This is an optimization exercise on Yosys and OpenROAD, whose aim is a short achievable clock period and few clock cycles, not a production implementation. Only simulation tests tie the RTL to the original design; equivalence was not proved.

==> run a: inputs <==
==> flow/design.v <==
`default_nettype none
package bilateral_pkg;
    localparam int IMG_SIZE    = 16;
    localparam int RANGE_SHIFT = 5;
    localparam int SR_LEN      = 2 * IMG_SIZE + 2;
    function automatic logic [11:0] range_product(input logic [2:0] idx, input logic [7:0] p,
                                                   input logic [9:0] p3, input logic [10:0] p5);
        case (idx)
            3'd0:    range_product = {p, 4'd0};
            3'd1:    range_product = {p3, 2'd0};
            3'd2:    range_product = {1'b0, p, 3'd0};
            3'd3:    range_product = {1'b0, p5};
            3'd4:    range_product = {2'd0, p3};
            3'd5:    range_product = {3'd0, p, 1'b0};
            default: range_product = {4'd0, p};
        endcase
    endfunction
    function automatic logic [4:0] range_weight(input logic [2:0] idx);
        case (idx)
            3'd0:    range_weight = 5'd16;
            3'd1:    range_weight = 5'd12;
            3'd2:    range_weight = 5'd8;
            3'd3:    range_weight = 5'd5;
            3'd4:    range_weight = 5'd3;
            3'd5:    range_weight = 5'd2;
            default: range_weight = 5'd1;
        endcase
    endfunction
    function automatic logic [2:0] range_index(input logic [7:0] p, input logic [7:0] c);
        logic [8:0] d_pc;
        logic [7:0] d_cp;
        d_pc = {1'b0, p} - {1'b0, c};
        d_cp = c - p;
        if (d_pc[8]) begin
            range_index = d_cp[7:5];
        end else begin
            range_index = d_pc[7:5];
        end
    endfunction
endpackage
`default_nettype wire
`timescale 1ns/1ps
`default_nettype none
module window_fetch (
    input  logic        clk,
    input  logic        rst,
    input  logic        in_valid_i,
    input  logic [7:0]  in_data_i,
    output logic [7:0]  in_addr_o,
    output logic [71:0] win_o,
    output logic        win_valid_o,
    output logic [7:0]  win_addr_o,
    output logic        win_last_o
);
    localparam int SR_LEN = bilateral_pkg::SR_LEN;
    logic        rd_active;
    logic [7:0]  rd_addr;
    logic        accept;
    logic [7:0]  sr [SR_LEN];
    assign in_addr_o = rd_addr;
    assign accept    = in_valid_i && rd_active;
    always_ff @(posedge clk or posedge rst) begin
        if (rst) begin
            rd_active <= 1'b1;
            rd_addr   <= '0;
        end else if (accept) begin
            rd_addr <= rd_addr + 1'b1;
            if (rd_addr == 8'hff) begin
                rd_active <= 1'b0;
            end
        end
    end
    always_ff @(posedge clk) begin
        if (accept) begin
            sr[0] <= in_data_i;
            for (int i = 1; i < SR_LEN; i++) begin
                sr[i] <= sr[i-1];
            end
        end
    end
    assign win_valid_o = accept && (rd_addr[7:4] >= 4'd2) && (rd_addr[3:0] >= 4'd2);
    assign win_addr_o  = rd_addr - 8'h11;
    assign win_last_o  = (rd_addr == 8'hff);
    assign win_o = {sr[33], sr[32], sr[31],
                    sr[17], sr[16], sr[15],
                    sr[1],  sr[0],  in_data_i};
endmodule
`default_nettype wire
`timescale 1ns/1ps
`default_nettype none
module tap_weighting (
    input  logic         clk,
    input  logic         rst,
    input  logic [71:0]  win_i,
    input  logic         win_valid_i,
    input  logic [7:0]   win_addr_i,
    input  logic         win_last_i,
    output logic [103:0] prod_o,
    output logic [47:0]  wgt_o,
    output logic [7:0]   centre_o,
    output logic         prod_valid_o,
    output logic [7:0]   prod_addr_o,
    output logic         prod_last_o
);
    logic [7:0]  pix_c  [9];
    logic [2:0]  idx_c  [9];
    logic [9:0]  p3_c   [9];
    logic [10:0] p5_c   [9];
    logic [11:0] rp_c   [9];
    logic [4:0]  rw_c   [9];
    logic [12:0] prod_c [8];
    logic [5:0]  wgt_c  [8];
    always_comb begin
        for (int i = 0; i < 9; i++) begin
            pix_c[i] = win_i[8*(8-i) +: 8];
        end
        for (int i = 0; i < 9; i++) begin
            idx_c[i] = bilateral_pkg::range_index(pix_c[i], pix_c[4]);
            p3_c[i]  = {2'd0, pix_c[i]} + {1'b0, pix_c[i], 1'b0};
            p5_c[i]  = {3'd0, pix_c[i]} + {1'b0, pix_c[i], 2'd0};
            rp_c[i]  = bilateral_pkg::range_product(idx_c[i], pix_c[i], p3_c[i], p5_c[i]);
            rw_c[i]  = bilateral_pkg::range_weight(idx_c[i]);
        end
        for (int j = 0; j < 8; j++) begin
            if (((j < 4) ? j : j + 1) % 2 == 1) begin
                prod_c[j] = {rp_c[(j < 4) ? j : j + 1], 1'b0};
                wgt_c[j]  = {rw_c[(j < 4) ? j : j + 1], 1'b0};
            end else begin
                prod_c[j] = {1'b0, rp_c[(j < 4) ? j : j + 1]};
                wgt_c[j]  = {1'b0, rw_c[(j < 4) ? j : j + 1]};
            end
        end
    end
    always_ff @(posedge clk or posedge rst) begin
        if (rst) begin
            prod_valid_o <= 1'b0;
        end else begin
            prod_valid_o <= win_valid_i;
        end
    end
    always_ff @(posedge clk) begin
        for (int j = 0; j < 8; j++) begin
            prod_o[13*j +: 13] <= prod_c[j];
            wgt_o[6*j +: 6]    <= wgt_c[j];
        end
        centre_o    <= pix_c[4];
        prod_addr_o <= win_addr_i;
        prod_last_o <= win_last_i;
    end
endmodule
`default_nettype wire
`timescale 1ns/1ps
`default_nettype none
module weighted_sum (
    input  logic         clk,
    input  logic         rst,
    input  logic [103:0] prod_i,
    input  logic [47:0]  wgt_i,
    input  logic [7:0]   centre_i,
    input  logic         prod_valid_i,
    input  logic [7:0]   prod_addr_i,
    input  logic         prod_last_i,
    output logic [15:0]  num_o,
    output logic [8:0]   den_o,
    output logic [9:0]   den3_o,
    output logic         sums_valid_o,
    output logic [7:0]   sums_addr_o,
    output logic         sums_last_o
);
    logic [12:0] t [8];
    logic [5:0]  w [8];
    logic [15:0] row_r [3];
    logic [8:0]  den_r;
    logic        p_valid;
    logic [7:0]  p_addr;
    logic        p_last;
    always_comb begin
        for (int j = 0; j < 8; j++) begin
            t[j] = prod_i[13*j +: 13];
            w[j] = wgt_i[6*j +: 6];
        end
    end
    always_ff @(posedge clk or posedge rst) begin
        if (rst) begin
            p_valid      <= 1'b0;
            sums_valid_o <= 1'b0;
        end else begin
            p_valid      <= prod_valid_i;
            sums_valid_o <= p_valid;
        end
    end
    always_ff @(posedge clk) begin
        row_r[0] <= 16'(t[0]) + 16'(t[1]) + 16'(t[2]);
        row_r[1] <= 16'(t[3]) + {2'd0, centre_i, 6'd0} + 16'(t[4]);
        row_r[2] <= 16'(t[5]) + 16'(t[6]) + 16'(t[7]);
        den_r    <= 9'd64 + ((9'(w[0]) + 9'(w[1])) + (9'(w[2]) + 9'(w[3])))
                          + ((9'(w[4]) + 9'(w[5])) + (9'(w[6]) + 9'(w[7])));
        p_addr   <= prod_addr_i;
        p_last   <= prod_last_i;
    end
    always_ff @(posedge clk) begin
        num_o       <= row_r[0] + row_r[1] + row_r[2];
        den_o       <= den_r;
        den3_o      <= {1'b0, den_r} + {den_r, 1'b0};
        sums_addr_o <= p_addr;
        sums_last_o <= p_last;
    end
endmodule
`default_nettype wire
`timescale 1ns/1ps
`default_nettype none
module weight_divider (
    input  logic         clk,
    input  logic         rst,
    input  logic [15:0]  num_i,
    input  logic [8:0]   den_i,
    input  logic [9:0]   den3_i,
    input  logic         sums_valid_i,
    input  logic [7:0]   sums_addr_i,
    input  logic         sums_last_i,
    output logic         out_valid_o,
    output logic [7:0]   out_addr_o,
    output logic [7:0]   out_data_o,
    output logic         finish_o
);
    localparam int NST = 4;
    logic [NST-1:0][15:0] rem_r;
    logic [NST-1:0][8:0]  den_r;
    logic [NST-1:0][9:0]  den3_r;
    logic [NST-1:0][7:0]  quot_r;
    logic [NST-1:0][7:0]  addr_r;
    logic [NST-1:0]       last_r;
    logic [NST-1:0]       vld_r;
    logic [15:0] rem_in  [NST];
    logic [8:0]  den_in  [NST];
    logic [9:0]  den3_in [NST];
    logic [7:0]  quot_in [NST];
    logic [15:0] rem_n   [NST];
    logic [7:0]  quot_n  [NST];
    logic [15:0] rem_sh;
    logic [9:0]  r;
    logic [10:0] t1;
    logic [10:0] t2;
    logic [10:0] t3;
    logic [9:0]  r_n;
    logic [1:0]  q2;
    logic [15:0] keep_mask;
    logic [15:0] live_mask;
    always_comb begin
        for (int s = 0; s < NST; s++) begin
            if (s == 0) begin
                rem_in[s]  = num_i;
                den_in[s]  = den_i;
                den3_in[s] = den3_i;
                quot_in[s] = '0;
            end else begin
                rem_in[s]  = rem_r[s-1];
                den_in[s]  = den_r[s-1];
                den3_in[s] = den3_r[s-1];
                quot_in[s] = quot_r[s-1];
            end
            rem_sh = rem_in[s] >> (6 - 2*s);
            r  = rem_sh[9:0];
            t1 = {1'b0, r} - {2'd0, den_in[s]};
            t2 = {1'b0, r} - {1'b0, den_in[s], 1'b0};
            t3 = {1'b0, r} - {1'b0, den3_in[s]};
            if (!t3[10]) begin
                q2  = 2'd3;
                r_n = t3[9:0];
            end else if (!t2[10]) begin
                q2  = 2'd2;
                r_n = t2[9:0];
            end else if (!t1[10]) begin
                q2  = 2'd1;
                r_n = t1[9:0];
            end else begin
                q2  = 2'd0;
                r_n = r;
            end
            keep_mask = ~(16'h3ff << (6 - 2*s));
            live_mask = ~(16'hffff << (6 - 2*s + 8));
            rem_n[s]  = ((rem_in[s] & keep_mask) | ({6'd0, r_n} << (6 - 2*s))) & live_mask;
            quot_n[s] = quot_in[s] | ({6'd0, q2} << (6 - 2*s));
        end
    end
    always_ff @(posedge clk or posedge rst) begin
        if (rst) begin
            vld_r <= '0;
        end else begin
            vld_r <= {vld_r[NST-2:0], sums_valid_i};
        end
    end
    always_ff @(posedge clk) begin
        rem_r[0]  <= rem_n[0];
        den_r[0]  <= den_in[0];
        den3_r[0] <= den3_in[0];
        quot_r[0] <= quot_n[0];
        addr_r[0] <= sums_addr_i;
        last_r[0] <= sums_last_i;
        for (int s = 1; s < NST; s++) begin
            rem_r[s]  <= rem_n[s];
            den_r[s]  <= den_in[s];
            den3_r[s] <= den3_in[s];
            quot_r[s] <= quot_n[s];
            addr_r[s] <= addr_r[s-1];
            last_r[s] <= last_r[s-1];
        end
    end
    assign out_valid_o = vld_r[NST-1];
    assign out_addr_o  = addr_r[NST-1];
    assign out_data_o  = quot_r[NST-1];
    always_ff @(posedge clk or posedge rst) begin
        if (rst) begin
            finish_o <= 1'b0;
        end else if (vld_r[NST-1] && last_r[NST-1]) begin
            finish_o <= 1'b1;
        end
    end
endmodule
`default_nettype wire
`timescale 1ns/1ps
`default_nettype none
module bilateral_filter (
    input  logic        clk,
    input  logic        rst,
    input  logic        in_valid_i,
    input  logic [7:0]  in_data_i,
    output logic [7:0]  in_addr_o,
    output logic        out_valid_o,
    output logic [7:0]  out_addr_o,
    output logic [7:0]  out_data_o,
    output logic        finish_o
);
    logic [71:0]  win;
    logic         win_valid;
    logic [7:0]   win_addr;
    logic         win_last;
    logic [103:0] prod;
    logic [47:0]  wgt;
    logic [7:0]   centre;
    logic         prod_valid;
    logic [7:0]   prod_addr;
    logic         prod_last;
    logic [15:0]  num;
    logic [8:0]   den;
    logic [9:0]   den3;
    logic         sums_valid;
    logic [7:0]   sums_addr;
    logic         sums_last;
    window_fetch window_fetch_inst (
        .clk         (clk),
        .rst         (rst),
        .in_valid_i  (in_valid_i),
        .in_data_i   (in_data_i),
        .in_addr_o   (in_addr_o),
        .win_o       (win),
        .win_valid_o (win_valid),
        .win_addr_o  (win_addr),
        .win_last_o  (win_last)
    );
    tap_weighting tap_weighting_inst (
        .clk          (clk),
        .rst          (rst),
        .win_i        (win),
        .win_valid_i  (win_valid),
        .win_addr_i   (win_addr),
        .win_last_i   (win_last),
        .prod_o       (prod),
        .wgt_o        (wgt),
        .centre_o     (centre),
        .prod_valid_o (prod_valid),
        .prod_addr_o  (prod_addr),
        .prod_last_o  (prod_last)
    );
    weighted_sum weighted_sum_inst (
        .clk          (clk),
        .rst          (rst),
        .prod_i       (prod),
        .wgt_i        (wgt),
        .centre_i     (centre),
        .prod_valid_i (prod_valid),
        .prod_addr_i  (prod_addr),
        .prod_last_i  (prod_last),
        .num_o        (num),
        .den_o        (den),
        .den3_o       (den3),
        .sums_valid_o (sums_valid),
        .sums_addr_o  (sums_addr),
        .sums_last_o  (sums_last)
    );
    weight_divider weight_divider_inst (
        .clk          (clk),
        .rst          (rst),
        .num_i        (num),
        .den_i        (den),
        .den3_i       (den3),
        .sums_valid_i (sums_valid),
        .sums_addr_i  (sums_addr),
        .sums_last_i  (sums_last),
        .out_valid_o  (out_valid_o),
        .out_addr_o   (out_addr_o),
        .out_data_o   (out_data_o),
        .finish_o     (finish_o)
    );
endmodule
`default_nettype wire
==> flow/run.sh <==
#!/bin/bash
# synth_recipe.tcl (not shown) runs the flow's synth.tcl, then flattens the netlist and writes it again
# the make line also repeats each setting of config.mk as NAME=value (left out here)
make -C /OpenROAD-flow-scripts/flow DESIGN_CONFIG=/design/flow/config.mk WORK_HOME=/design/flow/orfs CLKGATE_MAP_FILE= SYNTH_SCRIPT=/design/flow/synth_recipe.tcl finish
==> flow/config.mk <==
export PLATFORM = sky130hd
export DESIGN_NAME = bilateral_filter
export DESIGN_NICKNAME = bilateral_filter
export VERILOG_FILES = /design/flow/design.v
export SDC_FILE = /design/flow/constraint.sdc
export NUM_CORES = 4
export LEC_CHECK = 0
export ABC_CLOCK_PERIOD_IN_PS = 2500
export CAP_MARGIN = 20
export CORE_MARGIN = 2
export CORE_UTILIZATION = 50
export CTS_CLUSTER_DIAMETER = 100
export CTS_CLUSTER_SIZE = 30
export PLACE_DENSITY = 0.6
export SETUP_SLACK_MARGIN = 5
export SLEW_MARGIN = 20
==> flow/constraint.sdc <==
create_clock -name core_clock -period 8.5 [get_ports {clk}]
set_input_delay 1.7000 -clock core_clock [delete_from_list [all_inputs] [get_ports {clk}]]
set_output_delay 1.7000 -clock core_clock [all_outputs]
set_load 0.01 [all_outputs]
==> run b (differences from run a) <==
--- a/flow/design.v
+++ b/flow/design.v
@@ -26,17 +26,28 @@
             default: range_weight = 5'd1;
         endcase
     endfunction
-    function automatic logic [2:0] range_index(input logic [7:0] p, input logic [7:0] c);
+    function automatic logic [6:0] range_diffs(input logic [7:0] p, input logic [7:0] c);
         logic [8:0] d_pc;
         logic [7:0] d_cp;
         d_pc = {1'b0, p} - {1'b0, c};
         d_cp = c - p;
-        if (d_pc[8]) begin
-            range_index = d_cp[7:5];
+        range_diffs = {d_pc[8], d_pc[7:5], d_cp[7:5]};
+    endfunction
+    function automatic logic [2:0] range_index(input logic [6:0] diffs);
+        if (diffs[6]) begin
+            range_index = diffs[2:0];
         end else begin
-            range_index = d_pc[7:5];
+            range_index = diffs[5:3];
         end
     endfunction
+    function automatic logic [31:0] csa_sum(input logic [31:0] a, input logic [31:0] b,
+                                            input logic [31:0] c);
+        csa_sum = a ^ b ^ c;
+    endfunction
+    function automatic logic [31:0] csa_carry(input logic [31:0] a, input logic [31:0] b,
+                                              input logic [31:0] c);
+        csa_carry = ((a & b) | (a & c) | (b & c)) << 1;
+    endfunction
 endpackage
 `default_nettype wire
 `timescale 1ns/1ps
@@ -57,20 +68,28 @@
     logic [7:0]  rd_addr;
     logic        accept;
     logic [7:0]  sr [SR_LEN];
-    assign in_addr_o = rd_addr;
+    logic [7:0]  rd_addr_n;
+    assign rd_addr_n = accept ? rd_addr + 1'b1 : rd_addr;
     assign accept    = in_valid_i && rd_active;
     always_ff @(posedge clk or posedge rst) begin
         if (rst) begin
             rd_active <= 1'b1;
             rd_addr   <= '0;
-        end else if (accept) begin
-            rd_addr <= rd_addr + 1'b1;
-            if (rd_addr == 8'hff) begin
+        end else begin
+            rd_addr <= rd_addr_n;
+            if (accept && rd_addr == 8'hff) begin
                 rd_active <= 1'b0;
             end
         end
     end
     always_ff @(posedge clk) begin
+        if (rst) begin
+            in_addr_o <= '0;
+        end else begin
+            in_addr_o <= rd_addr_n;
+        end
+    end
+    always_ff @(posedge clk) begin
         if (accept) begin
             sr[0] <= in_data_i;
             for (int i = 1; i < SR_LEN; i++) begin
@@ -96,14 +115,19 @@
     input  logic [7:0]   win_addr_i,
     input  logic         win_last_i,
     output logic [103:0] prod_o,
-    output logic [47:0]  wgt_o,
+    output logic [27:0]  wpair_o,
     output logic [7:0]   centre_o,
     output logic         prod_valid_o,
     output logic [7:0]   prod_addr_o,
     output logic         prod_last_o
 );
     logic [7:0]  pix_c  [9];
+    logic [7:0]  pix_r  [9];
+    logic [6:0]  dif_r  [9];
     logic [2:0]  idx_c  [9];
+    logic        s1_valid;
+    logic [7:0]  s1_addr;
+    logic        s1_last;
     logic [9:0]  p3_c   [9];
     logic [10:0] p5_c   [9];
     logic [11:0] rp_c   [9];
@@ -114,11 +138,30 @@
         for (int i = 0; i < 9; i++) begin
             pix_c[i] = win_i[8*(8-i) +: 8];
         end
+    end
+    always_ff @(posedge clk or posedge rst) begin
+        if (rst) begin
+            s1_valid     <= 1'b0;
+            prod_valid_o <= 1'b0;
+        end else begin
+            s1_valid     <= win_valid_i;
+            prod_valid_o <= s1_valid;
+        end
+    end
+    always_ff @(posedge clk) begin
         for (int i = 0; i < 9; i++) begin
-            idx_c[i] = bilateral_pkg::range_index(pix_c[i], pix_c[4]);
-            p3_c[i]  = {2'd0, pix_c[i]} + {1'b0, pix_c[i], 1'b0};
-            p5_c[i]  = {3'd0, pix_c[i]} + {1'b0, pix_c[i], 2'd0};
-            rp_c[i]  = bilateral_pkg::range_product(idx_c[i], pix_c[i], p3_c[i], p5_c[i]);
+            pix_r[i] <= pix_c[i];
+            dif_r[i] <= bilateral_pkg::range_diffs(pix_c[i], pix_c[4]);
+        end
+        s1_addr <= win_addr_i;
+        s1_last <= win_last_i;
+    end
+    always_comb begin
+        for (int i = 0; i < 9; i++) begin
+            idx_c[i] = bilateral_pkg::range_index(dif_r[i]);
+            p3_c[i]  = {2'd0, pix_r[i]} + {1'b0, pix_r[i], 1'b0};
+            p5_c[i]  = {3'd0, pix_r[i]} + {1'b0, pix_r[i], 2'd0};
+            rp_c[i]  = bilateral_pkg::range_product(idx_c[i], pix_r[i], p3_c[i], p5_c[i]);
             rw_c[i]  = bilateral_pkg::range_weight(idx_c[i]);
         end
         for (int j = 0; j < 8; j++) begin
@@ -131,21 +174,16 @@
             end
         end
     end
-    always_ff @(posedge clk or posedge rst) begin
-        if (rst) begin
-            prod_valid_o <= 1'b0;
-        end else begin
-            prod_valid_o <= win_valid_i;
-        end
-    end
     always_ff @(posedge clk) begin
         for (int j = 0; j < 8; j++) begin
             prod_o[13*j +: 13] <= prod_c[j];
-            wgt_o[6*j +: 6]    <= wgt_c[j];
         end
-        centre_o    <= pix_c[4];
-        prod_addr_o <= win_addr_i;
-        prod_last_o <= win_last_i;
+        for (int k = 0; k < 4; k++) begin
+            wpair_o[7*k +: 7] <= {1'b0, wgt_c[2*k]} + {1'b0, wgt_c[2*k+1]};
+        end
+        centre_o    <= pix_r[4];
+        prod_addr_o <= s1_addr;
+        prod_last_o <= s1_last;
     end
 endmodule
 `default_nettype wire
@@ -155,7 +193,7 @@
     input  logic         clk,
     input  logic         rst,
     input  logic [103:0] prod_i,
-    input  logic [47:0]  wgt_i,
+    input  logic [27:0]  wpair_i,
     input  logic [7:0]   centre_i,
     input  logic         prod_valid_i,
     input  logic [7:0]   prod_addr_i,
@@ -167,18 +205,28 @@
     output logic [7:0]   sums_addr_o,
     output logic         sums_last_o
 );
-    logic [12:0] t [8];
-    logic [5:0]  w [8];
+    logic [31:0] t [9];
     logic [15:0] row_r [3];
     logic [8:0]  den_r;
     logic        p_valid;
     logic [7:0]  p_addr;
     logic        p_last;
+    logic [31:0] rs [3];
+    logic [31:0] rc [3];
+    logic [31:0] ns;
+    logic [31:0] nc;
     always_comb begin
-        for (int j = 0; j < 8; j++) begin
-            t[j] = prod_i[13*j +: 13];
-            w[j] = wgt_i[6*j +: 6];
+        for (int j = 0; j < 4; j++) begin
+            t[j]   = 32'(prod_i[13*j +: 13]);
+            t[j+5] = 32'(prod_i[13*(j+4) +: 13]);
+        end
+        t[4] = 32'({centre_i, 6'd0});
+        for (int g = 0; g < 3; g++) begin
+            rs[g] = bilateral_pkg::csa_sum(t[3*g], t[3*g+1], t[3*g+2]);
+            rc[g] = bilateral_pkg::csa_carry(t[3*g], t[3*g+1], t[3*g+2]);
         end
+        ns = bilateral_pkg::csa_sum(32'(row_r[0]), 32'(row_r[1]), 32'(row_r[2]));
+        nc = bilateral_pkg::csa_carry(32'(row_r[0]), 32'(row_r[1]), 32'(row_r[2]));
     end
     always_ff @(posedge clk or posedge rst) begin
         if (rst) begin
@@ -190,16 +238,16 @@
         end
     end
     always_ff @(posedge clk) begin
-        row_r[0] <= 16'(t[0]) + 16'(t[1]) + 16'(t[2]);
-        row_r[1] <= 16'(t[3]) + {2'd0, centre_i, 6'd0} + 16'(t[4]);
-        row_r[2] <= 16'(t[5]) + 16'(t[6]) + 16'(t[7]);
-        den_r    <= 9'd64 + ((9'(w[0]) + 9'(w[1])) + (9'(w[2]) + 9'(w[3])))
-                          + ((9'(w[4]) + 9'(w[5])) + (9'(w[6]) + 9'(w[7])));
-        p_addr   <= prod_addr_i;
-        p_last   <= prod_last_i;
+        for (int g = 0; g < 3; g++) begin
+            row_r[g] <= rs[g][15:0] + rc[g][15:0];
+        end
+        den_r  <= 9'd64 + (9'(wpair_i[0 +: 7]) + 9'(wpair_i[7 +: 7]))
+                        + (9'(wpair_i[14 +: 7]) + 9'(wpair_i[21 +: 7]));
+        p_addr <= prod_addr_i;
+        p_last <= prod_last_i;
     end
     always_ff @(posedge clk) begin
-        num_o       <= row_r[0] + row_r[1] + row_r[2];
+        num_o       <= ns[15:0] + nc[15:0];
         den_o       <= den_r;
         den3_o      <= {1'b0, den_r} + {den_r, 1'b0};
         sums_addr_o <= p_addr;
@@ -306,14 +354,17 @@
             last_r[s] <= last_r[s-1];
         end
     end
-    assign out_valid_o = vld_r[NST-1];
     assign out_addr_o  = addr_r[NST-1];
     assign out_data_o  = quot_r[NST-1];
-    always_ff @(posedge clk or posedge rst) begin
+    logic out_last;
+    always_ff @(posedge clk) begin
+        out_last <= last_r[NST-2];
         if (rst) begin
-            finish_o <= 1'b0;
-        end else if (vld_r[NST-1] && last_r[NST-1]) begin
-            finish_o <= 1'b1;
+            out_valid_o <= 1'b0;
+            finish_o    <= 1'b0;
+        end else begin
+            out_valid_o <= vld_r[NST-2];
+            finish_o    <= finish_o || (out_valid_o && out_last);
         end
     end
 endmodule
@@ -336,7 +387,7 @@
     logic [7:0]   win_addr;
     logic         win_last;
     logic [103:0] prod;
-    logic [47:0]  wgt;
+    logic [27:0]  wpair;
     logic [7:0]   centre;
     logic         prod_valid;
     logic [7:0]   prod_addr;
@@ -366,7 +417,7 @@
         .win_addr_i   (win_addr),
         .win_last_i   (win_last),
         .prod_o       (prod),
-        .wgt_o        (wgt),
+        .wpair_o      (wpair),
         .centre_o     (centre),
         .prod_valid_o (prod_valid),
         .prod_addr_o  (prod_addr),
@@ -376,7 +427,7 @@
         .clk          (clk),
         .rst          (rst),
         .prod_i       (prod),
-        .wgt_i        (wgt),
+        .wpair_i      (wpair),
         .centre_i     (centre),
         .prod_valid_i (prod_valid),
         .prod_addr_i  (prod_addr),
==> flow/flow/run.sh (new file) <==
#!/bin/bash
set -euo pipefail
bash standard.sh SETUP_SLACK_MARGIN=5.8 ABC_CLOCK_PERIOD_IN_PS=2000 finish > standard_make.log 2>&1
==> flow/standard.sh (new file) <==
#!/bin/bash
# synth_recipe.tcl (not shown) runs the flow's synth.tcl, then flattens the netlist and writes it again
# the make line also repeats each setting of config.mk as NAME=value (left out here)
make -C /OpenROAD-flow-scripts/flow DESIGN_CONFIG=/design/flow/config.mk WORK_HOME=/design/flow/orfs CLKGATE_MAP_FILE= SYNTH_SCRIPT=/design/flow/synth_recipe.tcl "${@:-finish}"
Settings changed: ABC_CLOCK_PERIOD_IN_PS 2500 to not set, SETUP_SLACK_MARGIN 5 to not set.
removed: flow/run.sh
==> run c (differences from run a) <==
Settings changed: CORE_UTILIZATION 50 to 40, CTS_CLUSTER_DIAMETER 100 to not set, CTS_CLUSTER_SIZE 30 to not set.
==> comparison <==
Run c ran to the end with no violations. Run a completed with no timing, DRC or antenna violations. Run b finished with timing, DRC and antenna clean. Critical path depth: run b < run a < run c. Routed wire length: run b < run c < run a. Between run c and run b, the lower sequential share of layout area is in run c (gap 7.1 points). In run c the fmax is smaller than in run b, by 27%. Final area: run a is lower than run c (about 2.4%). Global-route usage: run c < run b < run a.
Testbench counts of run a, summed over its fixed seeds: cycles 6,312.
Testbench counts of run b, summed over its fixed seeds: cycles 6,336.
Testbench counts of run c, summed over its fixed seeds: cycles 6,312.

-- what the ideal ports hide --
The results above use ideal ports. As a check the final layouts listed here were re-extracted and re-timed, cells and wires unchanged. Step 1 assumes that a clkbuf_16 drives the clock port and a buf_2 every other input. Step 2, shift: input delay + t, output delay - t, t = (earliest + latest rising clock arrival at the registers) / 2. This alone moves slack from input paths to output paths. Slacks: no drivers / after step 1 / after step 2; pairs: no drivers / after step 1.
| run | shift t [ns] | slack for setup (ns) | worst hold slack (ns) | worst setup path after step 2 |
|---|---|---|---|---|
| run a | 0.651 | 4.753 / 4.767 / 4.115 | 0.328 / 0.328 / 0.328 | input to register |
| run b | 0.656 | 5.711 / 5.651 / 5.204 | 0.323 / 0.323 / 0.323 | input to register |
| run c | 0.710 | 4.683 / 4.683 / 4.220 | 0.323 / 0.323 / 0.323 | input to register |
After both steps setup and hold are still met in every run listed. For run a, which loses most, drivers alone change the setup slack by +0.014 ns; drivers and shift together by -0.638 ns.
